Context: an optimization exercise on an open-source flow, tuned for small area and a short achievable clock period. The choices shown serve that exercise and are no tape-out recipe.
Function was checked by simulation only, so behaviour that the tests miss may differ from the original.
Power is estimated from default activity; no workload was simulated.

### flow/config.mk
export PLATFORM = sky130hd
export DESIGN_NAME = dgt_raddr_scheduler
export DESIGN_NICKNAME = dgt_raddr_scheduler
export VERILOG_FILES = /design/flow/design.v
export SDC_FILE = /design/flow/constraint.sdc
export NUM_CORES = 4
export LEC_CHECK = 0
export CAP_MARGIN = 20
export CORE_MARGIN = 2
export CORE_UTILIZATION = 40
export SETUP_SLACK_MARGIN = 5
export SLEW_MARGIN = 20
### flow/flow/run.sh
#!/bin/bash
# Standard ORFS layout with two changes:
# - the port buffers are the smallest plain buffer (sky130_fd_sc_hd__buf_1)
#   instead of the default delay-buffer cell;
# - clock tree synthesis clusters up to 20 sinks within 100 um per leaf
#   buffer and inserts no dummy loads.
set -euo pipefail
bash standard.sh \
  "BUFFER_PORTS_ARGS=-buffer_cell sky130_fd_sc_hd__buf_1" \
  "CTS_ARGS=-sink_clustering_enable -repair_clock_nets -sink_clustering_size 20 -sink_clustering_max_diameter 100 -dont_use_dummy_load" \
  finish > orfs_make.log 2>&1
### flow/constraint.sdc
create_clock -name core_clock -period 10.0 [get_ports {clk_i}]
set_input_delay 2.0000 -clock core_clock [delete_from_list [all_inputs] [get_ports {clk_i}]]
set_output_delay 2.0000 -clock core_clock [all_outputs]
set_load 0.01 [all_outputs]
### flow/standard.sh
#!/bin/bash
# synth_recipe.tcl (not shown) runs the flow's synth.tcl, then flattens the netlist and writes it again
# the make line also repeats each setting of config.mk as NAME=value (left out here)
make -C /OpenROAD-flow-scripts/flow DESIGN_CONFIG=/design/flow/config.mk WORK_HOME=/design/flow/orfs CLKGATE_MAP_FILE= SYNTH_SCRIPT=/design/flow/synth_recipe.tcl "${@:-finish}"
### flow/design.v
module dgt_raddr_scheduler #(
    parameter int unsigned NUM_REQ     = 256,
    parameter int unsigned PARALLELISM = 4,
    parameter int unsigned NUM_CH      = 2
) (
    input  logic                    clk_i,
    input  logic                    rst_ni,
    input  logic                    en_i,
    input  logic                    flush_i,
    input  logic [NUM_CH-1:0]       req_valid_i,
    output logic [NUM_CH-1:0]       req_ready_o,
    input  logic [NUM_CH*NUM_REQ-1:0] req_i,
    input  logic [NUM_CH-1:0]       msb_first_i,
    input  logic [NUM_CH-1:0]       dense_mode_i,
    input  logic [$clog2(NUM_REQ/PARALLELISM)-1:0]     addr_lower_bound_i,
    input  logic [$clog2(NUM_REQ/PARALLELISM)-1:0]     addr_upper_bound_i,
    output logic                    idx_valid_o,
    input  logic                    idx_ready_i,
    output logic [$clog2(NUM_REQ/PARALLELISM)-1:0]     idx_o,
    output logic [((NUM_CH>1)?$clog2(NUM_CH):1)-1:0]     ch_o,
    output logic [PARALLELISM-1:0]  lane_mask_o,
    output logic [NUM_REQ/PARALLELISM-1:0]    grant_block_one_hot_o,
    output logic                    last_o,
    output logic                    empty_o
);
    localparam int unsigned NUM_BLK    = NUM_REQ / PARALLELISM;
    localparam int unsigned ADDR_WIDTH = $clog2(NUM_BLK);
    localparam int unsigned CH_WIDTH   = (NUM_CH > 1) ? $clog2(NUM_CH) : 1;
    logic [NUM_CH-1:0][NUM_REQ-1:0]    lane_q;
    logic [NUM_CH-1:0][ADDR_WIDTH-1:0] cur_q, far_q;
    logic [NUM_CH-1:0]                 order_q, dense_q;
    logic [NUM_CH-1:0]                 loaded_q;
    logic [CH_WIDTH-1:0]               rr_q;
    logic                  sel_any;
    logic [CH_WIDTH-1:0]   sel_ch;
    always_comb begin : pick
        logic [CH_WIDTH-1:0] cand;
        sel_any = 1'b0;
        sel_ch  = '0;
        for (int unsigned i = 0; i < NUM_CH; i++) begin
            cand = CH_WIDTH'((32'(rr_q) + i) % NUM_CH);
            if (!sel_any && loaded_q[cand]) begin
                sel_any = 1'b1;
                sel_ch  = cand;
            end
        end
    end
    logic hs;
    assign hs = en_i & sel_any & idx_ready_i;
    logic [NUM_CH-1:0][NUM_BLK-1:0]    pv;
    logic [NUM_CH-1:0]                 c_any;
    logic [NUM_CH-1:0][ADDR_WIDTH-1:0] c_lo, c_hi;
    logic [NUM_CH-1:0][ADDR_WIDTH-1:0] w_lo, w_hi;
    logic [NUM_CH-1:0]                 w_dense;
    logic [NUM_CH-1:0][NUM_BLK-1:0]    w_nz;
    logic [ADDR_WIDTH:0][NUM_BLK-1:0]                 t_any;
    logic [ADDR_WIDTH:0][NUM_BLK-1:0][ADDR_WIDTH-1:0] t_lo, t_hi;
    always_comb begin : per_channel
        for (int unsigned c = 0; c < NUM_CH; c++) begin
            if (loaded_q[c]) begin
                w_lo[c]    = order_q[c] ? '0 : cur_q[c] + ADDR_WIDTH'(1);
                w_hi[c]    = order_q[c] ? cur_q[c] - ADDR_WIDTH'(1) : '1;
                w_dense[c] = dense_q[c];
                for (int unsigned b = 0; b < NUM_BLK; b++)
                    w_nz[c][b] = |lane_q[c][b*PARALLELISM +: PARALLELISM];
            end else begin
                w_lo[c]    = addr_lower_bound_i;
                w_hi[c]    = addr_upper_bound_i;
                w_dense[c] = dense_mode_i[c];
                for (int unsigned b = 0; b < NUM_BLK; b++)
                    w_nz[c][b] = |req_i[c*NUM_REQ + b*PARALLELISM +: PARALLELISM];
            end
            for (int unsigned b = 0; b < NUM_BLK; b++)
                pv[c][b] = (w_dense[c] | w_nz[c][b])
                         && (ADDR_WIDTH'(b) >= w_lo[c]) && (ADDR_WIDTH'(b) <= w_hi[c]);
            t_any = '0;
            t_lo  = '0;
            t_hi  = '0;
            t_any[0] = pv[c];
            for (int unsigned l = 1; l <= ADDR_WIDTH; l++) begin
                for (int unsigned j = 0; j < (NUM_BLK >> l); j++) begin
                    t_any[l][j] = t_any[l-1][2*j] | t_any[l-1][2*j+1];
                    t_lo[l][j]  = t_any[l-1][2*j]   ? t_lo[l-1][2*j]   : t_lo[l-1][2*j+1];
                    t_lo[l][j][l-1] = ~t_any[l-1][2*j];
                    t_hi[l][j]  = t_any[l-1][2*j+1] ? t_hi[l-1][2*j+1] : t_hi[l-1][2*j];
                    t_hi[l][j][l-1] = t_any[l-1][2*j+1];
                end
            end
            c_any[c] = t_any[ADDR_WIDTH][0];
            c_lo[c]  = t_lo[ADDR_WIDTH][0];
            c_hi[c]  = t_hi[ADDR_WIDTH][0];
        end
    end
    logic [NUM_CH-1:0][ADDR_WIDTH-1:0] c_next;
    logic [NUM_CH-1:0]                 last;
    always_comb begin
        for (int unsigned c = 0; c < NUM_CH; c++) begin
            c_next[c] = (loaded_q[c] ? order_q[c] : msb_first_i[c]) ? c_hi[c] : c_lo[c];
            last[c]   = cur_q[c] == far_q[c];
        end
    end
    always_ff @(posedge clk_i or negedge rst_ni) begin : ctrl_reg
        if (!rst_ni) begin
            loaded_q <= '0;
            rr_q     <= '0;
        end else if (flush_i) begin
            loaded_q <= '0;
            rr_q     <= '0;
        end else if (en_i) begin
            for (int unsigned c = 0; c < NUM_CH; c++) begin
                if (!loaded_q[c])
                    loaded_q[c] <= req_valid_i[c] & c_any[c];
                else if (hs && sel_ch == CH_WIDTH'(c) && last[c])
                    loaded_q[c] <= 1'b0;
            end
            if (sel_any)
                rr_q <= idx_ready_i ? CH_WIDTH'((32'(sel_ch) + 32'd1) % NUM_CH) : sel_ch;
        end
    end
    always_ff @(posedge clk_i) begin : data_reg
        for (int unsigned c = 0; c < NUM_CH; c++) begin
            if (!loaded_q[c]) begin
                lane_q[c]  <= req_i[c*NUM_REQ +: NUM_REQ];
                order_q[c] <= msb_first_i[c];
                dense_q[c] <= dense_mode_i[c];
                far_q[c]   <= msb_first_i[c] ? c_lo[c] : c_hi[c];
            end
            if (!loaded_q[c] || (hs && sel_ch == CH_WIDTH'(c))) begin
                cur_q[c]  <= c_next[c];
            end
        end
    end
    logic [NUM_CH-1:0][PARALLELISM-1:0] c_lanes;
    always_comb begin
        for (int unsigned c = 0; c < NUM_CH; c++) begin
            c_lanes[c] = '0;
            for (int unsigned b = 0; b < NUM_BLK; b++)
                c_lanes[c] = c_lanes[c] | ({PARALLELISM{cur_q[c] == ADDR_WIDTH'(b)}}
                                           & lane_q[c][b*PARALLELISM +: PARALLELISM]);
        end
    end
    assign req_ready_o           = ~loaded_q;
    assign empty_o               = ~|loaded_q;
    assign idx_valid_o           = en_i & sel_any;
    assign idx_o                 = sel_any ? cur_q[sel_ch] : '0;
    assign ch_o                  = sel_any ? sel_ch : '0;
    assign lane_mask_o           = sel_any ? c_lanes[sel_ch] : '0;
    assign last_o                = sel_any & last[sel_ch];
    assign grant_block_one_hot_o = sel_any ? (NUM_BLK'(1) << cur_q[sel_ch]) : '0;
endmodule
==> results of run 1 <==
==> flip-flops by register name, indices dropped and copies added (netlist names) <==
| name | count |
|---|---|
| cur_q | 12 |
| lane_q | 512 |
| far_q | 12 |
| order_q | 2 |
| dense_q | 2 |
| rr_q | 1 |
| loaded_q | 2 |
==> synthesized netlist by cell type, types with 13 or more instances <==
| master | instances | area share |
|---|---|---|
| edfxtp_1 | 536 | 0.51 |
| nand2_1 | 355 | 0.042 |
| nor2_1 | 202 | 0.024 |
| nor4_1 | 201 | 0.040 |
| a21oi_1 | 197 | 0.031 |
| a22oi_1 | 142 | 0.034 |
| clkbuf_1 | 137 | 0.016 |
| o21ai_0 | 135 | 0.021 |
| nor3_1 | 100 | 0.016 |
| nand3_1 | 81 | 0.013 |
| a221oi_1 | 76 | 0.021 |
| buf_2 | 52 | 0.0082 |
| a31oi_1 | 51 | 0.010 |
| and2_1 | 50 | 0.0099 |
| nand4_1 | 45 | 0.0089 |
| o211ai_1 | 43 | 0.010 |
| or4_1 | 40 | 0.0095 |
| a211oi_1 | 37 | 0.0088 |
| mux2i_1 | 33 | 0.010 |
| a22o_1 | 28 | 0.0077 |
| and3_1 | 26 | 0.0051 |
| nor2b_1 | 26 | 0.0051 |
| a222oi_1 | 25 | 0.0079 |
| or2_2 | 24 | 0.0047 |
| a2111oi_0 | 23 | 0.0064 |
| mux2_2 | 21 | 0.0075 |
| nand2b_1 | 21 | 0.0041 |
| inv_1 | 20 | 0.0024 |
| a32oi_1 | 18 | 0.0050 |
| a311oi_1 | 17 | 0.0047 |
| buf_1 | 16 | 0.0019 |
| a21o_1 | 15 | 0.0036 |
| o22ai_1 | 15 | 0.0030 |
| xnor2_1 | 14 | 0.0039 |
| a21boi_0 | 13 | 0.0031 |
| o2111ai_1 | 13 | 0.0036 |
| or3_1 | 13 | 0.0026 |
==> critical path: stages, from the launching register on <==
cell,delay [ps]
edfxtp_1,400
buf_8,450
inv_1,380
nor2_1,460
nand4_1,220
a32o_2,340
nor4_4,480
nor3_2,100
buf_4,190
==> through the flow <==
step / utilization / instances / worst slack (ps) / hold WS (ps)
6_report: 0.4888 / 4790 / 4346 / 614.0
5_1_grt: 0.4887 / 4787 / 4302 / 648.3
4_1_cts: 0.4790 / 4737 / 4457 / 616.3
3_5_place_dp: 0.4459 / 4643 / 3593 / 607.0
3_3_place_gp: 0.4458 / 4643 / 3242 / 598.2
2_1_floorplan: - / 3113 / 4980 / 580.5
==> worst min-delay path by stage <==
stage	start	end	slack (ps)	cells past startpoint
2_1_floorplan	rr_q	rr_q	580	2
3_3_place_gp	rr_q	rr_q	600	2
3_5_place_dp	rr_q	rr_q	610	2
4_1_cts	rr_q	rr_q	620	2
5_1_grt	rr_q	rr_q	650	2
6_report	rr_q	rr_q	610	2
==> power by group through the flow <==
| stage | Clock [mW] | Sequential, mW | Combinational, mW |
|---|---|---|---|
| after floorplan | 0 | 2.87 | 1.47 |
| after global placement | 0 | 2.97 | 2.46 |
| after detailed placement | 0 | 2.97 | 2.45 |
| after CTS | 1.39 | 2.90 | 2.85 |
| after global routing | 1.46 | 2.92 | 3.17 |
| final | 1.40 | 2.91 | 3.10 |
==> routing by layer <==
metal,share of wire,GRT usage
met1,0.35,0.4836
met2,0.45,0.6476
met3,0.12,0.08820
met4,0.085,0.2702
met5,0.00036,0
==> what timing repair did <==
item | in CTS | in global routing
cloned | 4 | 3
resized for setup | 260 | 106
pin swaps | 42 | 20
buffers inserted | 55 | 26
endpoints found under the setup margin | 102 | 76
==> area by class of cell <==
type	instances	area (um^2)
diodes	23	57.56
clock buffers	35	875.8
repair buffers	786	3991
flip-flops and latches	543	16260
repair inverters	1	16.27
fillers	7500	40250
inverters	26	166.4
well taps	1050	1314
multi-input cells	2326	15810
==> layout by cell type, fill, tap and decap left out, types with 23 or more instances in the layout <==
master,count
mux2i_1,31
a211oi_1,30
o211ai_1,43
a31oi_1,42
a22oi_1,136
a21oi_2,38
o21ai_0,123
nor3_1,87
a22o_1,26
edfxtp_1,536
or4_1,40
and2_1,33
a222oi_1,25
a21oi_1,157
nand3_1,80
diode_2,23
or2_2,23
nor2_1,182
buf_1,604
buf_4,134
a221oi_1,53
nand2_1,348
nand4_1,45
clkbuf_16,37
nor4_1,196
==> logic make-up (layout without fill, tap and decap cells) <==
group                    count (synthesis)  in the layout  synth area share
AO/OA/AOI/OAI                          996            997            0.2248
XOR/XNOR                                20             20          0.005527
adder cells (fa/ha/maj)                 10             10          0.003948
buffers and inverters                  246            848           0.03371
flip-flops                             543            543            0.5127
multiplexers                            57             57           0.01919
other                                    0             23                 0
AND/OR/NAND/NOR                       1241           1242            0.2001
==> impl_metrics.toml, run 1 <==
[status]
status = "finished clean"

[synthesis]
yosys_warnings = 1
synthFlopType = "edfxtp_1"
syn_avg_cell_area_um2 = 10.18
syn_nets = 3658
ys_seq_elements = 543
synth_edf_count = 536
synth_cell_types = 102
syn_inst = 3113
synth-async-reset-ratio = 0.005525
netlist_area_um2 = 31700
ys_seq_area_frac = 0.5127

[timing]
fmax_mhz = 176.9
period_needed_ps = 5654
tns_ps = 0
rsz0062_at_grt = "true"
setup_violations = 0
tightest_slew_ps = 1083
clock_skew_ps = 67.02
period_share = 0.5654
finalHoldViolCount = 0
slew_headroom = 0.2701
maxSlewViolCount = 0

[grt]
antenna_found_initial = 29
grt_pass1_vias = 31523
grt_max_degree = 149
overflow = 0
grt_usage = 0.4019
grt_pass1_wl_mm = 234.4

[worst_setup_path]
crit_path_end_kind = "output port"
reg2reg_to = "far_q[7]"
worstSetupEndpoint = "lane_mask_o[1]"
startpoint_type = "flop"
r2r_slack_ps = 5060
critPathArrivalTime_ps = 3650
r2r_cells = 17
crit_path_max_fanout = 71
crit_type = "reg2out"
r2r_start = "cur_q[6]"
required_ps = 8000
cp-startpoint = "cur_q[5]"

[detailed_routing]
viasPerCell = 7.014
drt_iter0_drc = 5259
ant_nets = 0
dr.pass1.iters = 9
via_count = 33597
wire_per_inst_um = 35.85
wl_mm = 171.7
drcViolationCount = 0

[cts]
cts_hold_buf = 0
cts_tree = "yes"
ctsHtreeMaxLevel = 2
cts_buffer_depth = 3
clkTransAtPathRegs_ps = 70
cts_sinks = 543
cts.root.buffer_cell = "clkbuf_16"
cts_made_buffers = 35
worstSkewPairLatency_ps = 620

[job]
drv_cap = 0

[finish]
drive_above_1_share = 0.1407
final_nets = 4264
final_area_um2 = 38490
areaGrowthSynthToFinish_pct = 21.43

[floorplanning]
die_area_um2 = 81510
rows = 103
die_x_um = 285.5
start_util = 0.4025
core_um2 = 78740
die_h_um = 285.5
pin_count = 615

[power]
power_frac_seq = 0.392
p_int_mw = 4.382
leakage_nw = 12.08
p_clk_frac = 0.189
power_density_nw_per_um2 = 192.4
irDropWorstVdd_v = 0.0001248
p_comb_frac = 0.419
fin_total_pwr_mw = 7.405
p_switching_mw = 3.023
sw_frac_of_total = 0.4082

[placement]
dpl_cell_area_um2 = 35110
place_congestion = 1.093
place_hpwl_mm = 129.4
io_buffers = 614

[worst_hold_path]
hold_path_class = "reg2reg"
==> inputs of run 2 (changes only) <==
--- a/flow/config.mk
+++ b/flow/config.mk
@@ -8,5 +8,5 @@
 export CAP_MARGIN = 20
 export CORE_MARGIN = 2
 export CORE_UTILIZATION = 40
-export SETUP_SLACK_MARGIN = 5
+export SETUP_SLACK_MARGIN = 4.3
 export SLEW_MARGIN = 20
==> impl_metrics.toml, run 2 <==
[finish]
mostFrequentLayoutCell = "buf_1"
regMostFlops = "lane_q"
mostFrequentLayoutCells = "611 x buf_1, 536 x edfxtp_1, 352 x nand2_1"
final_area_um2 = 36530
fillers = 7689
reg_top3 = "lane_q (512), cur_q (12), far_q (12)"
drive_above_1_share = 0.08102
final_nets = 4188
largest_reg_flops = 512
areaGrowthSynthToFinish_pct = 15.27

[detailed_routing]
drcViolationCount = 0
ant_nets = 0
wire_per_inst_um = 36.65
via_count = 32497
drt_iter0_drc = 4442
dr.pass1.iters = 7
wl_mm = 172.2
viasPerCell = 6.917

[synthesis]
yosys.area.top_type = "edfxtp_1"
syn_avg_cell_area_um2 = 10.18
synth_edf_count = 536
synth_top_area_frac = 0.5078
netlist_area_um2 = 31700
syn_nets = 3658
synth-async-reset-ratio = 0.005525
ys_seq_area_frac = 0.5127
ys_seq_elements = 543
synthFlopType = "edfxtp_1"
yosys_warnings = 1
synth_commonest_cells = "536 x edfxtp_1, 355 x nand2_1, 202 x nor2_1"
synthTopCellsByArea = "edfxtp_1 51%, nand2_1 4.2%, nor4_1 4.0%"
synthMostInstantiatedCell = "edfxtp_1"
synth_cell_types = 102
syn_inst = 3113

[floorplanning]
core_um2 = 78740
start_util = 0.4025
pin_count = 615
die_area_um2 = 81510
rows = 103
die_h_um = 285.5
die_x_um = 285.5

[worst_setup_path]
reg2reg_to = "cur_q[1]"
r2r_cells = 13
required_ps = 8000
cp-startpoint = "cur_q[1]"
crit_path_end_kind = "output port"
r2r_slack_ps = 4460
crit_path_max_fanout = 14
startpoint_type = "flop"
crit_type = "reg2out"
critPathArrivalTime_ps = 3910
r2r_start = "loaded_q[0]"

[cts]
cts_hold_buf = 0
cts_sinks = 543
cts.root.buffer_cell = "clkbuf_16"
worstSkewPairLatency_ps = 620
cts_tree = "yes"
ctsHtreeMaxLevel = 2
cts_buffer_depth = 3
cts_made_buffers = 34
clkTransAtPathRegs_ps = 90

[timing]
slew_headroom = 0.2162
clock_skew_ps = 59.10
rsz0062_at_grt = "true"
timing.final.ws_setup_ps = 4092
setup_violations = 0
finalHoldViolCount = 0
tightest_slew_ps = 1176
period_share = 0.5908
holdWs_ps = 622.0
period_needed_ps = 5908
tns_ps = 0
fmax_mhz = 169.3
maxSlewViolCount = 0

[grt]
use_met1 = 0.4587
met3_usage = 0.09633
grt_pass1_wl_mm = 235.2
busiest_layer = "met2"
antenna_found_initial = 12
grt_use_met2 = 0.6715
grt_usage = 0.4077
grt_max_degree = 151
grt_pass1_vias = 31002
overflow = 0

[placement]
dp_worst_setup_slack_ps = 3287
io_buffers = 614
place_congestion = 1.099
dpl_cell_area_um2 = 35060
place_hpwl_mm = 135.6

[job]
drv_cap = 0

[power]
leakage_nw = 11.38
power_density_nw_per_um2 = 195.9
irDropWorstVdd_v = 0.0001328
power_frac_seq = 0.407
fin_total_pwr_mw = 7.158
p_comb_frac = 0.400
p_switching_mw = 2.947
p_int_mw = 4.211
sw_frac_of_total = 0.4117
p_clk_frac = 0.194

[worst_hold_path]
min_from = "rr_q"
hold-path-endpoint = "rr_q"
hold_path_class = "reg2reg"
min_path_cells = 2

[status]
status = "finished clean"
[run 2: timing repair]
action                     CTS  global route
buffers inserted            14             0
setup endpoints to repair   72            21
gates resized for setup     91            41
pin swaps                    9             2
gates cloned                 1             0
[run 2: worst max-delay path, stage by stage (launching register included)]
cell       delay (ps)
edfxtp_1          380
buf_12            160
inv_1             100
ha_2              230
and3_4            200
buf_12            160
a222oi_1          880
nand4_1           220
o21ai_2           170
a21oi_2           100
a2111oi_4         460
nor3_1             80
buf_4             170
[run 2: routing by layer]
metal  vias to the layer above  routed length (um)
met5                         -                  40
li1                      13635                   -
met4                         6               16080
met1                     15670               57870
met3                       578               18760
met2                      2608               79440
[run 2: worst max-delay path by stage]
stage,to,slack [ps]
after floorplan,grant_block_one_hot_o[51],4370
after global placement,far_q[1],3330
after detailed placement,cur_q[1],3290
after CTS,lane_mask_o[3],4290
after global routing,lane_mask_o[2],4160
final,lane_mask_o[2],4090
[run 2: kinds of logic after synthesis]
| group | synth area share |
|---|---|
| compound gates | 0.2248 |
| xor+xnor | 0.005527 |
| fa+ha+maj | 0.003948 |
| buf+inv | 0.03371 |
| flops | 0.5127 |
| mux | 0.01919 |
| simple gates | 0.2001 |
[run 2: cell type report]
class                      instances  area (um^2)  share of cell area
tap                             1050         1314             0.03596
inverter                          26        130.1            0.003562
timing repair buffer             714         3198             0.08754
antenna                            7        17.52           0.0004795
clock buffer                      34        850.8             0.02329
multi-input combinational       2324        14770              0.4042
sequential                       543        16260              0.4450
[run 2: stage by stage]
stage / cells / util
final: 4698 / 0.4640
after global routing: 4698 / 0.4640
after global placement: 4642 / 0.4451
after CTS: 4691 / 0.4619
after floorplan: 3113 / -
after detailed placement: 4642 / 0.4452
[run 2: power groups by stage]
stage / Combinational [mW] / Sequential, mW / Clock, mW
floorplan: 1.47 / 2.87 / 0
global placement: 2.58 / 2.97 / 0
detailed placement: 2.55 / 2.96 / 0
CTS: 2.71 / 2.90 / 1.39
global route: 2.95 / 2.92 / 1.45
finish: 2.86 / 2.91 / 1.39
==> inputs of run 3 (changes only) <==
--- a/flow/config.mk
+++ b/flow/config.mk
@@ -7,6 +7,6 @@
 export LEC_CHECK = 0
 export CAP_MARGIN = 20
 export CORE_MARGIN = 2
-export CORE_UTILIZATION = 40
+export CORE_UTILIZATION = 45
 export SETUP_SLACK_MARGIN = 4.3
 export SLEW_MARGIN = 20
==> impl_metrics.toml, run 3 <==
[timing]
rsz0062_at_grt = "false"
fmax_mhz = 173.9
setup_violations = 0
tightest_slew_ps = 1147
period_share = 0.5751
period_needed_ps = 5751
finalHoldViolCount = 0
clock_skew_ps = 54.45
tns_ps = 0
slew_headroom = 0.2351
maxSlewViolCount = 0
holdWs_ps = 601.5

[power]
irDropWorstVdd_v = 0.0001612
leakage_nw = 11.30
power_density_nw_per_um2 = 191.7

[worst_setup_path]
critPathArrivalTime_ps = 3750
crit_path_max_fanout = 40
slowest_delay_ps = 440
cpLargestDelayFamily = "compound AO/OA/AOI/OAI gates"
r2r_start = "loaded_q[1]"
cp_slowest_cell = "mux2_2"
reg2reg_to = "cur_q[7]"
r2r_cells = 13
r2r_slack_ps = 4430
path_cells = "buf_6, buf_8, mux2_2, a32oi_1, a32oi_1, a21oi_1, o311ai_0, a21oi_1, nor3_1, buf_1"
crit_type = "reg2out"
critPathBufInv = 3
crit_path_end_kind = "output port"
required_ps = 8000
startpoint_type = "flop"

[synthesis]
synth_compound_area_frac = 0.2248
synthTopCellsByArea = "edfxtp_1 51%, nand2_1 4.2%, nor4_1 4.0%"
synth_top_area_frac = 0.5078
synth_top_family_by_area = "compound AO/OA/AOI/OAI gates"
synth_fa_ha_area_frac = 0.003948
synth-xor-area-share = 0.005527
synth_commonest_cells = "536 x edfxtp_1, 355 x nand2_1, 202 x nor2_1"
synth_cell_types = 102
ys_seq_area_frac = 0.5127
synthFlopType = "edfxtp_1"
netlist_area_um2 = 31700
synthMostInstantiatedCell = "edfxtp_1"
syn_inst = 3113
yosys.area.top_type = "edfxtp_1"
synth_edf_count = 536
synth-async-reset-ratio = 0.005525
synthMuxAreaShare = 0.01919
syn_nets = 3658
syn_avg_cell_area_um2 = 10.18
synthSimpleGateAreaFrac = 0.2001
ys_seq_elements = 543
yosys_warnings = 1

[finish]
areaGrowthSynthToFinish_pct = 14.64
mostFrequentLayoutCells = "615 x buf_1, 536 x edfxtp_1, 354 x nand2_1"
largest_reg_flops = 512
drive_above_1_share = 0.07828
final_nets = 4175
reg_top3 = "lane_q (512), cur_q (12), far_q (12)"
mostFrequentLayoutCell = "buf_1"
fin_util = 0.5198
regMostFlops = "lane_q"

[detailed_routing]
drcViolationCount = 0
via_count = 32849
wl_mm = 164.3
viasPerCell = 7.157
dr.pass1.iters = 9
wire_per_inst_um = 35.80
drt_iter0_drc = 5948
ant_nets = 0

[floorplanning]
pin_count = 615
die_x_um = 269.4
die_h_um = 269.4
core_um2 = 69910
start_util = 0.4534
die_area_um2 = 72570
rows = 97

[worst_hold_path]
min_from = "rr_q"
min_path_cells = 2
hold-path-endpoint = "rr_q"
hold_path_class = "reg2reg"

[cts]
cts.root.buffer_cell = "clkbuf_16"
cts_made_buffers = 34
worstSkewPairLatency_ps = 610
cts_sinks = 543
clkTransAtPathRegs_ps = 90
cts_tree = "yes"
ctsHtreeMaxLevel = 2
cts_buffer_depth = 3

[job]
drv_cap = 0

[placement]
io_buffers = 614
place_congestion = 1.106
place_hpwl_mm = 127.4

[grt]
antenna_found_initial = 23
grt_pass1_wl_mm = 228.8
grt_usage = 0.4344
grt_pass1_vias = 31349
overflow = 0
grt_max_degree = 126

[status]
status = "finished clean"
## run 3: cell types whose count changed in the layout (fill, tap and decap cells not counted), sizes merged
cell and delta:
buf -12, diode +15, bufbuf -1
## run 3: what timing repair did
action                                  in CTS  in global routing
hold buffers                                 0                  0
resized for setup                           66                 67
pin swaps                                    3                 10
setup buffers                                3                 16
cloned                                       0                  1
endpoints found under the setup margin      68                 54
## run 3: worst max-delay path by stage
stage | start | end | cells past startpoint
finish | cur_q[5] | lane_mask_o[3] | 10
floorplan | loaded_q[0] | grant_block_one_hot_o[51] | 14
detailed placement | cur_q[1] | lane_mask_o[2] | 12
global route | cur_q[1] | lane_mask_o[2] | 13
CTS | cur_q[1] | lane_mask_o[2] | 12
global placement | addr_upper_bound_i[1] | far_q[9] | 11
## run 3: worst register-to-register path, stage by stage, from the launching register on
cell and delay (ps):
dfrtp_4 730, clkinv_8 560, buf_6 590, buf_4 580
nand2_1 150, a21oi_1 600, a311oi_1 190, o21ai_0 390
nand4_1 250, a31o_1 270, a311o_1 320, a311o_1 350
a32oi_1 260, mux2_2 200
## run 3: area by class of cell
cell class              instances  area, um^2
well taps                     940        1176
repair buffers                701        3054
flip-flops and latches        543       16260
diodes                         22       55.05
multi-input cells            2324       14810
fillers                      6521       33570
clock buffers                  34       850.8
inverters                      26       135.1
## run 3: cell families (layout without fill, tap and decap cells)
logic type               after synthesis  count (layout)
adder cells (fa/ha/maj)               10              10
flip-flops                           543             543
XOR/XNOR                              20              20
AO/OA/AOI/OAI                        996             996
buffers and inverters                246             761
AND/OR/NAND/NOR                     1241            1241
other                                  0              22
multiplexers                          57              57
## run 3: report_power, final
part	internal [mW]	switching, mW	total, mW
combinational	0.830	1.86	2.69
clock	0.607	0.757	1.36
sequential	2.74	0.169	2.91
total	4.18	2.79	6.97
## run 3: per-layer routing
metal	vias to the layer above	share of wire	routed length [um]	global-route usage
met5	-	0.00087	143	0
met3	633	0.11	17630	0.08727
met2	2715	0.46	74800	0.7005
met4	8	0.11	17810	0.3737
li1	13624	-	-	-
met1	15869	0.33	53940	0.4956
## run 3: stage by stage
step	power, mW	std cells	setup WS (ps)	area [um^2]
final	6.966	4590	4249	36340
after global routing	7.147	4579	4268	36310
after CTS	6.739	4546	4137	35790
after detailed placement	5.345	4509	3422	34700
after global placement	5.338	4506	3256	34680
after floorplan	4.341	3113	4369	31720
==> inputs of run 4 (changes only) <==
--- a/flow/config.mk
+++ b/flow/config.mk
@@ -7,6 +7,6 @@
 export LEC_CHECK = 0
 export CAP_MARGIN = 20
 export CORE_MARGIN = 2
-export CORE_UTILIZATION = 45
+export CORE_UTILIZATION = 50
 export SETUP_SLACK_MARGIN = 4.3
 export SLEW_MARGIN = 20
==> impl_metrics.toml, run 4 <==
[status]
status = "finished clean"

[synthesis]
ys_seq_elements = 543
synth_top_area_frac = 0.5078
yosys.area.top_type = "edfxtp_1"
synth_cell_types = 102
synth_commonest_cells = "536 x edfxtp_1, 355 x nand2_1, 202 x nor2_1"
netlist_area_um2 = 31700
syn_nets = 3658
syn_avg_cell_area_um2 = 10.18
synth_edf_count = 536
synth-async-reset-ratio = 0.005525
synthTopCellsByArea = "edfxtp_1 51%, nand2_1 4.2%, nor4_1 4.0%"
syn_inst = 3113
synthMostInstantiatedCell = "edfxtp_1"
yosys_warnings = 1
ys_seq_area_frac = 0.5127
synthFlopType = "edfxtp_1"

[cts]
ctsHtreeMaxLevel = 2
cts.root.buffer_cell = "clkbuf_16"
cts_buffer_depth = 3
clkTransAtPathRegs_ps = 80
cts_made_buffers = 34
cts_sinks = 543
worstSkewPairLatency_ps = 600
cts_tree = "yes"

[timing]
slew_headroom = 0.1587
setup_violations = 0
fmax_mhz = 174.0
tightest_slew_ps = 1262
tns_ps = 0
holdWs_ps = 620.3
period_share = 0.5748
period_needed_ps = 5748
rsz0062_at_grt = "true"
clock_skew_ps = 76.47
finalHoldViolCount = 0
maxSlewViolCount = 0

[finish]
final-instance-count-excl-fill = 4471
mostFrequentLayoutCells = "613 x buf_1, 536 x edfxtp_1, 353 x nand2_1"
fin_util = 0.5733
mostFrequentLayoutCell = "buf_1"
areaGrowthSynthToFinish_pct = 13.67
reg_top3 = "lane_q (512), cur_q (12), far_q (12)"
final_nets = 4158
drive_above_1_share = 0.07560
largest_reg_flops = 512
regMostFlops = "lane_q"

[power]
irDropWorstVdd_v = 0.0001938
fin_total_pwr_mw = 6.979
power_density_nw_per_um2 = 193.7
leakage_nw = 11.22

[worst_setup_path]
startpoint_type = "flop"
slowest_delay_ps = 620
crit_path_max_fanout = 56
cp_slowest_cell = "buf_4"
reg2reg_to = "far_q[1]"
crit_type = "reg2out"
cp-startpoint = "cur_q[10]"
r2r_cells = 14
required_ps = 8000
r2r_slack_ps = 4510
critPathArrivalTime_ps = 3750
r2r_start = "loaded_q[0]"
crit_path_end_kind = "output port"
path_cells = "buf_4, clkinvlp_4, buf_4, a221oi_1, a31oi_1, a21oi_1, a21oi_1, nor3_1, nor3_1, buf_1"

[grt]
busiest_layer = "met2"
grt_pass1_wl_mm = 233.8
grt_max_degree = 180
grt_pass1_vias = 32203
grt_usage = 0.4945
antenna_found_initial = 17
overflow = 0
met3_usage = 0.1320
use_met1 = 0.5647
grt_use_met2 = 0.7573

[worst_hold_path]
min_from = "rr_q"
hold_path_class = "reg2reg"
hold-path-endpoint = "rr_q"
min_path_cells = 2

[floorplanning]
die_area_um2 = 65420
die_x_um = 255.8
core_um2 = 62850
start_util = 0.5043
rows = 92
pin_count = 615
die_h_um = 255.8

[detailed_routing]
via_count = 34062
dr.pass1.iters = 10
drt_iter0_drc = 6849
drcViolationCount = 0
viasPerCell = 7.618
wl_mm = 166.7
wire_per_inst_um = 37.28
ant_nets = 0

[job]
drv_cap = 0

[placement]
place_congestion = 1.138
io_buffers = 614
place_hpwl_mm = 127.7
dp_cells = 4403
-- run 4: cell counts after synthesis --
Identical to the previous run, type by type.
-- run 4: cell type report --
type                            count  area, um^2
Clock buffer                       34       850.8
Sequential cell                   543       16260
Inverter                           26       130.1
Timing Repair Buffer              684        2919
Fill cell                        5428       26820
Multi-Input combinational cell   2324       14780
Tap cell                          846        1059
Antenna cell                       14       35.03
-- run 4: how the worst max path moves through the flow --
| stage | end | slack, ps | cells after the start |
|---|---|---|---|
| after global routing | lane_mask_o[2] | 4240 | 14 |
| after detailed placement | far_q[1] | 3450 | 12 |
| final | lane_mask_o[3] | 4250 | 10 |
| after floorplan | grant_block_one_hot_o[51] | 4370 | 14 |
| after CTS | lane_mask_o[1] | 4130 | 13 |
| after global placement | cur_q[1] | 3260 | 12 |
-- run 4: logic make-up after synthesis --
logic type | synth area share
simple gates | 0.2001
mux | 0.01919
xor+xnor | 0.005527
fa+ha+maj | 0.003948
flops | 0.5127
compound gates | 0.2248
buf+inv | 0.03371
-- run 4: report_power, final --
part | switching, mW | internal [mW] | leakage (nW)
registers | 0.173 | 2.75 | 5.58
clock network | 0.761 | 0.606 | 0.419
logic | 1.90 | 0.797 | 5.22
total | 2.83 | 4.15 | 11.2
-- run 4: repair_timing --
action,CTS,global route
hold buffers,0,0
cloned,0,0
endpoints found under the setup margin,84,62
pin swaps,1,10
gates resized for setup,57,65
hold endpoints to repair,0,0
buffers inserted,12,5
-- run 4: worst max-delay path: cells and delay by family (launching register included) --
kind / cells / cell delay, ps
AOI/OAI and AO/OA: 4 / 920
buffers and inverters: 4 / 1250
DFF: 1 / 420
and+or+nand+nor: 2 / 500
-- run 4: metal layers --
metal | up-vias | share of wire
met1 | 15982 | 0.31
met3 | 955 | 0.13
met2 | 3549 | 0.43
li1 | 13568 | -
met5 | - | 0.00034
met4 | 8 | 0.12
-- run 4: through the flow --
| step | cell area [um^2] | setup WS, ps |
|---|---|---|
| after floorplan | 31720 | 4369 |
| final | 36030 | 4252 |
| after CTS | 35630 | 4132 |
| after global routing | 36020 | 4240 |
| after global placement | 34520 | 3259 |
| after detailed placement | 34540 | 3449 |
==> inputs of run 5 (changes only) <==
--- a/flow/config.mk
+++ b/flow/config.mk
@@ -7,6 +7,6 @@
 export LEC_CHECK = 0
 export CAP_MARGIN = 20
 export CORE_MARGIN = 2
-export CORE_UTILIZATION = 50
-export SETUP_SLACK_MARGIN = 4.3
+export CORE_UTILIZATION = 40
+export SETUP_SLACK_MARGIN = 3.9
 export SLEW_MARGIN = 20
==> impl_metrics.toml, run 5 <==
[worst_setup_path]
crit_path_end_kind = "output port"
r2r_slack_ps = 4000
reg2reg_to = "cur_q[7]"
crit_path_max_fanout = 22
startpoint_type = "flop"
critPathArrivalTime_ps = 4150
crit_type = "reg2out"
required_ps = 8000
r2r_start = "loaded_q[1]"
r2r_cells = 12

[worst_hold_path]
min_from = "rr_q"
hold_path_class = "reg2reg"
hold-path-endpoint = "rr_q"
min_path_cells = 2

[timing]
tns_ps = 0
fmax_mhz = 162.5
period_needed_ps = 6155
tightest_slew_ps = 1169
rsz0062_at_grt = "true"
slew_headroom = 0.2157
setup_violations = 0
maxSlewViolCount = 0
period_share = 0.6155
finalHoldViolCount = 0
clock_skew_ps = 78.80

[grt]
grt_usage = 0.4044
grt_pass1_vias = 30740
overflow = 0
antenna_found_initial = 12
grt_max_degree = 151
grt_pass1_wl_mm = 233.8

[synthesis]
synth_edf_count = 536
ys_seq_area_frac = 0.5127
syn_avg_cell_area_um2 = 10.18
synthFlopType = "edfxtp_1"
yosys.area.top_type = "edfxtp_1"
netlist_area_um2 = 31700
synthTopCellsByArea = "edfxtp_1 51%, nand2_1 4.2%, nor4_1 4.0%"
synth_top_area_frac = 0.5078
synth-async-reset-ratio = 0.005525
synth_commonest_cells = "536 x edfxtp_1, 355 x nand2_1, 202 x nor2_1"
syn_inst = 3113
syn_nets = 3658
ys_seq_elements = 543
synth_cell_types = 102
yosys_warnings = 1
synthMostInstantiatedCell = "edfxtp_1"

[finish]
mostFrequentLayoutCells = "614 x buf_1, 536 x edfxtp_1, 353 x nand2_1"
drive_above_1_share = 0.06615
fin_util = 0.4584
reg_top3 = "lane_q (512), cur_q (12), far_q (12)"
regMostFlops = "lane_q"
final_nets = 4175
largest_reg_flops = 512
mostFrequentLayoutCell = "buf_1"
areaGrowthSynthToFinish_pct = 13.88

[cts]
worstSkewPairLatency_ps = 620
cts_made_buffers = 34
ctsHtreeMaxLevel = 2
cts_sinks = 543
cts_buffer_depth = 3
cts.root.buffer_cell = "clkbuf_16"
clkTransAtPathRegs_ps = 90
cts_tree = "yes"

[power]
power_frac_seq = 0.416
fin_total_pwr_mw = 7.015
p_comb_frac = 0.387
power_density_nw_per_um2 = 194.3
leakage_nw = 11.24
irDropWorstVdd_v = 0.0001334
sw_frac_of_total = 0.4115
p_clk_frac = 0.197
p_int_mw = 4.128
p_switching_mw = 2.886

[detailed_routing]
via_count = 32315
ant_nets = 0
drt_iter0_drc = 4852
drcViolationCount = 0
dr.pass1.iters = 10
viasPerCell = 6.896
wl_mm = 171.4
wire_per_inst_um = 36.57

[floorplanning]
start_util = 0.4025
rows = 103
die_h_um = 285.5
pin_count = 615
die_area_um2 = 81510
die_x_um = 285.5
core_um2 = 78740

[job]
drv_cap = 0

[placement]
place_congestion = 1.099
io_buffers = 614
place_hpwl_mm = 135.6

[status]
status = "finished clean"
## run 5: power by group through the flow
| stage | Sequential, mW | Clock (mW) | Combinational, mW |
|---|---|---|---|
| 2_1_floorplan | 2.87 | 0 | 1.47 |
| 3_3_place_gp | 2.97 | 0 | 2.58 |
| 3_5_place_dp | 2.96 | 0 | 2.55 |
| 4_1_cts | 2.91 | 1.39 | 2.59 |
| 5_1_grt | 2.93 | 1.45 | 2.81 |
| 6_report | 2.92 | 1.38 | 2.72 |
## run 5: worst max-delay path by stage
stage / startpoint / end / slack, ps / cells past startpoint
final: cur_q[0] / lane_mask_o[0] / 3850 / 11
after detailed placement: addr_lower_bound_i[5] / cur_q[1] / 3290 / 12
after CTS: cur_q[0] / lane_mask_o[0] / 3900 / 12
after global placement: addr_lower_bound_i[5] / far_q[1] / 3330 / 12
after global routing: cur_q[0] / lane_mask_o[2] / 3770 / 12
after floorplan: loaded_q[0] / grant_block_one_hot_o[51] / 4370 / 14
## run 5: cell families after synthesis
kind of cell	count (synthesis)	share of synthesized area
xor+xnor	20	0.005527
buf+inv	246	0.03371
mux	57	0.01919
simple gates	1241	0.2001
flops	543	0.5127
compound gates	996	0.2248
fa+ha+maj	10	0.003948
## run 5: final cells by class
class	count	area, um^2
Fill cell	7708	42650
Sequential cell	543	16260
Multi-Input combinational cell	2324	14560
Tap cell	1050	1314
Clock buffer	34	850.8
Inverter	26	117.6
Timing Repair Buffer	701	2978
Antenna cell	8	20.02
## run 5: critical path: stages (launching register included)
cell	delay (ps)
edfxtp_1	370
buf_4	240
ha_1	340
and2_1	340
buf_4	290
a22oi_1	430
a41oi_1	300
nor3_1	490
a21oi_1	160
nor4_4	330
nor3_1	80
buf_1	180
## run 5: stage by stage
step / cells / hold slack, ps / setup slack, ps / cell area [um^2]
global route: 4686 / 658.5 / 3767 / 36100
finish: 4686 / 621.2 / 3845 / 36100
detailed placement: 4642 / 620.4 / 3287 / 35060
CTS: 4677 / 632.1 / 3901 / 35990
floorplan: 3113 / 537.6 / 4369 / 31720
global placement: 4642 / 604.9 / 3334 / 35050
## run 5: what timing repair did
action / 4_1_cts / 5_1_grt
buffers inserted: 1 / 1
hold buffers: 0 / 0
setup endpoints to repair: 59 / 9
gates resized for setup: 23 / 14
cloned: 0 / 0
## run 5: metal layers
layer,up-vias,part of all wire,GRT usage
li1,13617,-,-
met4,6,0.090,0.3027
met1,15558,0.34,0.4600
met5,-,0.00026,0
met2,2576,0.46,0.6659
met3,558,0.11,0.09266
==> inputs of run 6 (changes only) <==
--- a/flow/design.v
+++ b/flow/design.v
@@ -27,6 +27,7 @@
     localparam int unsigned ADDR_WIDTH = $clog2(NUM_BLK);
     localparam int unsigned CH_WIDTH   = (NUM_CH > 1) ? $clog2(NUM_CH) : 1;
     logic [NUM_CH-1:0][NUM_REQ-1:0]    lane_q;
+    logic [NUM_CH-1:0][3:0]            cur_h_q, cur_m_q, cur_l_q;
     logic [NUM_CH-1:0][ADDR_WIDTH-1:0] cur_q, far_q;
     logic [NUM_CH-1:0]                 order_q, dense_q;
     logic [NUM_CH-1:0]                 loaded_q;
@@ -126,17 +127,27 @@
                 far_q[c]   <= msb_first_i[c] ? c_lo[c] : c_hi[c];
             end
             if (!loaded_q[c] || (hs && sel_ch == CH_WIDTH'(c))) begin
-                cur_q[c]  <= c_next[c];
+                cur_h_q[c] <= 4'(1) << c_next[c][5:4];
+                cur_m_q[c] <= 4'(1) << c_next[c][3:2];
+                cur_l_q[c] <= 4'(1) << c_next[c][1:0];
             end
         end
+    end
+    function automatic logic [1:0] enc4(input logic [3:0] oh);
+        enc4 = {oh[3] | oh[2], oh[3] | oh[1]};
+    endfunction
+    always_comb begin
+        for (int unsigned c = 0; c < NUM_CH; c++)
+            cur_q[c] = {enc4(cur_h_q[c]), enc4(cur_m_q[c]), enc4(cur_l_q[c])};
     end
     logic [NUM_CH-1:0][PARALLELISM-1:0] c_lanes;
     always_comb begin
         for (int unsigned c = 0; c < NUM_CH; c++) begin
             c_lanes[c] = '0;
             for (int unsigned b = 0; b < NUM_BLK; b++)
-                c_lanes[c] = c_lanes[c] | ({PARALLELISM{cur_q[c] == ADDR_WIDTH'(b)}}
-                                           & lane_q[c][b*PARALLELISM +: PARALLELISM]);
+                c_lanes[c] = c_lanes[c]
+                           | ({PARALLELISM{cur_h_q[c][b/16] & cur_m_q[c][(b/4)%4] & cur_l_q[c][b%4]}}
+                              & lane_q[c][b*PARALLELISM +: PARALLELISM]);
         end
     end
     assign req_ready_o           = ~loaded_q;
--- a/flow/config.mk
+++ b/flow/config.mk
@@ -8,5 +8,5 @@
 export CAP_MARGIN = 20
 export CORE_MARGIN = 2
 export CORE_UTILIZATION = 40
-export SETUP_SLACK_MARGIN = 3.9
+export SETUP_SLACK_MARGIN = 5
 export SLEW_MARGIN = 20
==> impl_metrics.toml, run 6 <==
[floorplanning]
die_x_um = 288.9
pin_count = 615
rows = 104
die_h_um = 288.9
start_util = 0.4037
die_area_um2 = 83450
core_um2 = 80420

[cts]
worstSkewPairLatency_ps = 590
cts_sinks = 555
cts_made_buffers = 36
cts_buffer_depth = 3
clkTransAtPathRegs_ps = 90
ctsHtreeMaxLevel = 2
cts.root.buffer_cell = "clkbuf_16"
cts_tree = "yes"

[finish]
fin_util = 0.5109
seq_area_um2 = 16620
regMostFlops = "lane_q"
multi_input_area_um2 = 17020
areaGrowthSynthToFinish_pct = 26.56
final-instance-count-excl-fill = 4967
final_nets = 4435
mostFrequentLayoutCells = "597 x buf_1, 548 x edfxtp_1, 273 x nor2_1"
drive_above_1_share = 0.1854
reg_top3 = "lane_q (512), far_q (12)"
fillers = 7491
largest_reg_flops = 512
mostFrequentLayoutCell = "buf_1"

[worst_setup_path]
required_ps = 8000
crit_path_end_kind = "output port"
r2r_slack_ps = 5060
worstSetupEndpoint = "lane_mask_o[3]"
cp-startpoint = "cur_l_q[2]"
critPathBufInv = 2
startpoint_type = "flop"
slowest_delay_ps = 780
cpLargestDelayFamily = "compound AO/OA/AOI/OAI gates"
path_cells = "buf_12, a22o_1, a32o_1, a222oi_1, nand3_1, a21oi_2, a41o_2, a31oi_4, buf_2"
crit_path_max_fanout = 4
cp_slowest_cell = "a222oi_1"
cp_num_cells = 9
crit_type = "reg2out"
reg2reg_to = "cur_l_q[5]"
r2r_cells = 17
critPathArrivalTime_ps = 3390
r2r_start = "cur_l_q[5]"

[grt]
grt_pass1_wl_mm = 258.8
grt_pass1_vias = 32707
use_met1 = 0.5202
overflow = 0
grt_use_met2 = 0.7144
busiest_layer = "met2"
grt_max_degree = 123
antenna_found_initial = 22
grt_usage = 0.4467
met3_usage = 0.1048

[power]
leakage_nw = 13.53
irDropWorstVdd_v = 0.0001299
power_density_nw_per_um2 = 208.2
fin_total_pwr_mw = 8.555

[synthesis]
synth-async-reset-ratio = 0.005405
syn_inst = 3189
netlist_area_um2 = 32460
yosys.area.top_type = "edfxtp_1"
synth_top_area_frac = 0.5069
synthTopCellsByArea = "edfxtp_1 51%, a22oi_1 3.8%, nor4_1 3.7%"
synthFlopType = "edfxtp_1"
synthMostInstantiatedCell = "edfxtp_1"
yosys_warnings = 1
syn_avg_cell_area_um2 = 10.18
syn_nets = 3728
synth_commonest_cells = "548 x edfxtp_1, 302 x nor2_1, 282 x nand2_1"
synth_cell_types = 110
synth_edf_count = 548
ys_seq_area_frac = 0.5117
ys_seq_elements = 555

[worst_hold_path]
hold_path_class = "reg2reg"
min_from = "rr_q"

[detailed_routing]
ant_nets = 0
wire_per_inst_um = 39.31
viasPerCell = 7.108
drt_iter0_drc = 5218
wl_mm = 195.3
via_count = 35306
drcViolationCount = 0
dr.pass1.iters = 9

[timing]
tightest_slew_ps = 1313
tns_ps = 0
fmax_mhz = 185.5
finalHoldViolCount = 0
period_needed_ps = 5392
setup_violations = 0
slew_headroom = 0.1169
period_share = 0.5392
maxSlewViolCount = 0
clock_skew_ps = 88.07
rsz0062_at_grt = "true"

[job]
drv_cap = 0

[placement]
place_congestion = 1.070
io_buffers = 614
place_hpwl_mm = 148.8
dp_cells = 4740

[status]
status = "finished clean"
## run 6: cell types whose count changed after synthesis, sizes merged, moves of 15 or more
| cell | before | now |
|---|---|---|
| a2111oi | 30 | 14 |
| a21oi | 199 | 173 |
| a221oi | 76 | 36 |
| a22o | 28 | 79 |
| a22oi | 142 | 166 |
| and2 | 54 | 39 |
| mux2i | 36 | 17 |
| nand2 | 357 | 282 |
| nand3 | 81 | 106 |
| nor2 | 202 | 302 |
| o21ai | 142 | 168 |
| o221ai | 4 | 24 |
## run 6: power by group
group | leakage, nW | internal [mW] | switching, mW
combinational | 7.37 | 1.37 | 2.74
clock | 0.444 | 0.640 | 0.784
sequential | 5.71 | 2.83 | 0.189
## run 6: cell families after synthesis
logic type      share of synthesized area
simple gates                       0.2002
mux                              0.008826
fa+ha+maj                        0.001542
buf+inv                           0.02972
compound gates                     0.2437
flops                              0.5117
xor+xnor                         0.004317
## run 6: worst min-delay path by stage
stage	end	cells past startpoint
5_1_grt	rr_q	2
3_5_place_dp	rr_q	2
2_1_floorplan	rr_q	2
4_1_cts	rr_q	2
3_3_place_gp	rr_q	2
6_report	rr_q	2
## run 6: final cells by class
class	count	share of cell area
multi-input cells	2406	0.4142
flip-flops and latches	555	0.4045
repair buffers	869	0.1220
well taps	1060	0.03228
clock buffers	36	0.02193
inverters	26	0.003807
diodes	13	0.0007918
repair inverters	2	0.0005482
## run 6: worst register-to-register path, cell delays in order (launching register included)
cell       delay [ps]
edfxtp_1          390
buf_6             210
or2_4             310
inv_1              70
ha_1              250
or4b_4            530
xnor2_1           200
o41ai_2           230
buf_4             260
nand2_1           220
o2111ai_4         320
nand2_1           200
o211ai_1          340
o22ai_1           180
o2111ai_1         400
a31oi_4           150
mux2_4            300
and2_1            160
## run 6: stage by stage
| stage | hold slack (ps) | area, um^2 | setup slack (ps) |
|---|---|---|---|
| after global routing | 659.4 | 41070 | 4667 |
| after global placement | 579.2 | 35970 | 3357 |
| after detailed placement | 595.2 | 35980 | 3287 |
| after floorplan | 537.6 | 32580 | 4854 |
| final | 633.5 | 41090 | 4608 |
| after CTS | 608.2 | 39470 | 4804 |
## run 6: what timing repair did
item | CTS | global route
gates cloned | 6 | 6
hold buffers | 0 | 0
setup endpoints to repair | 107 | 97
buffers inserted | 97 | 69
resized for setup | 362 | 201
pin swaps | 56 | 63
## run 6: per-layer routing
layer,share of wire,routed length [um]
met1,0.34,67050
met3,0.10,20400
met2,0.45,87870
met5,0.00056,109
met4,0.10,19830

==> static timing again, ports no longer ideal <==
In the flow no input, the clock included, has a driving cell. The finished layouts below were timed again as built, in two steps. Step 1 (the two cells are an assumption about what drives the block):
set clk [get_ports {clk_i}]
set_driving_cell -lib_cell sky130_fd_sc_hd__clkbuf_16 $clk
set_driving_cell -lib_cell sky130_fd_sc_hd__buf_2 [delete_from_list [all_inputs] $clk]
Step 2 times the ports against the registers' clock, not the clock port: input delays grow and output delays shrink by t, the midpoint of the rising clock arrivals with the driver on. Slacks: no drivers / after step 1 / after step 2; pairs: no drivers / after step 1.
run | shift t [ns] | setup slack, ns | clock arrival spread, ns | worst slew at a driven data input, ns | pins driven straight from the clock port
run 1 | 0.633 | 4.346 / 4.287 / 4.311 | 0.089 / 0.088 | 0.16 | 1
run 2 | 0.654 | 4.092 / 4.024 / 3.698 | 0.067 / 0.067 | 0.12 | 1
run 3 | 0.631 | 4.249 / 4.183 / 3.757 | 0.083 / 0.084 | 0.14 | 1
run 4 | 0.637 | 4.252 / 4.183 / 3.717 | 0.079 / 0.079 | 0.12 | 1
run 5 | 0.659 | 3.845 / 3.770 / 3.431 | 0.079 / 0.079 | 0.12 | 1
run 6 | 0.631 | 4.608 / 4.532 / 4.336 | 0.108 / 0.108 | 0.20 | 1
After both steps every run listed still meets setup and hold. For run 4, which loses most, drivers alone change the setup slack by -0.069 ns; drivers and shift together by -0.535 ns.
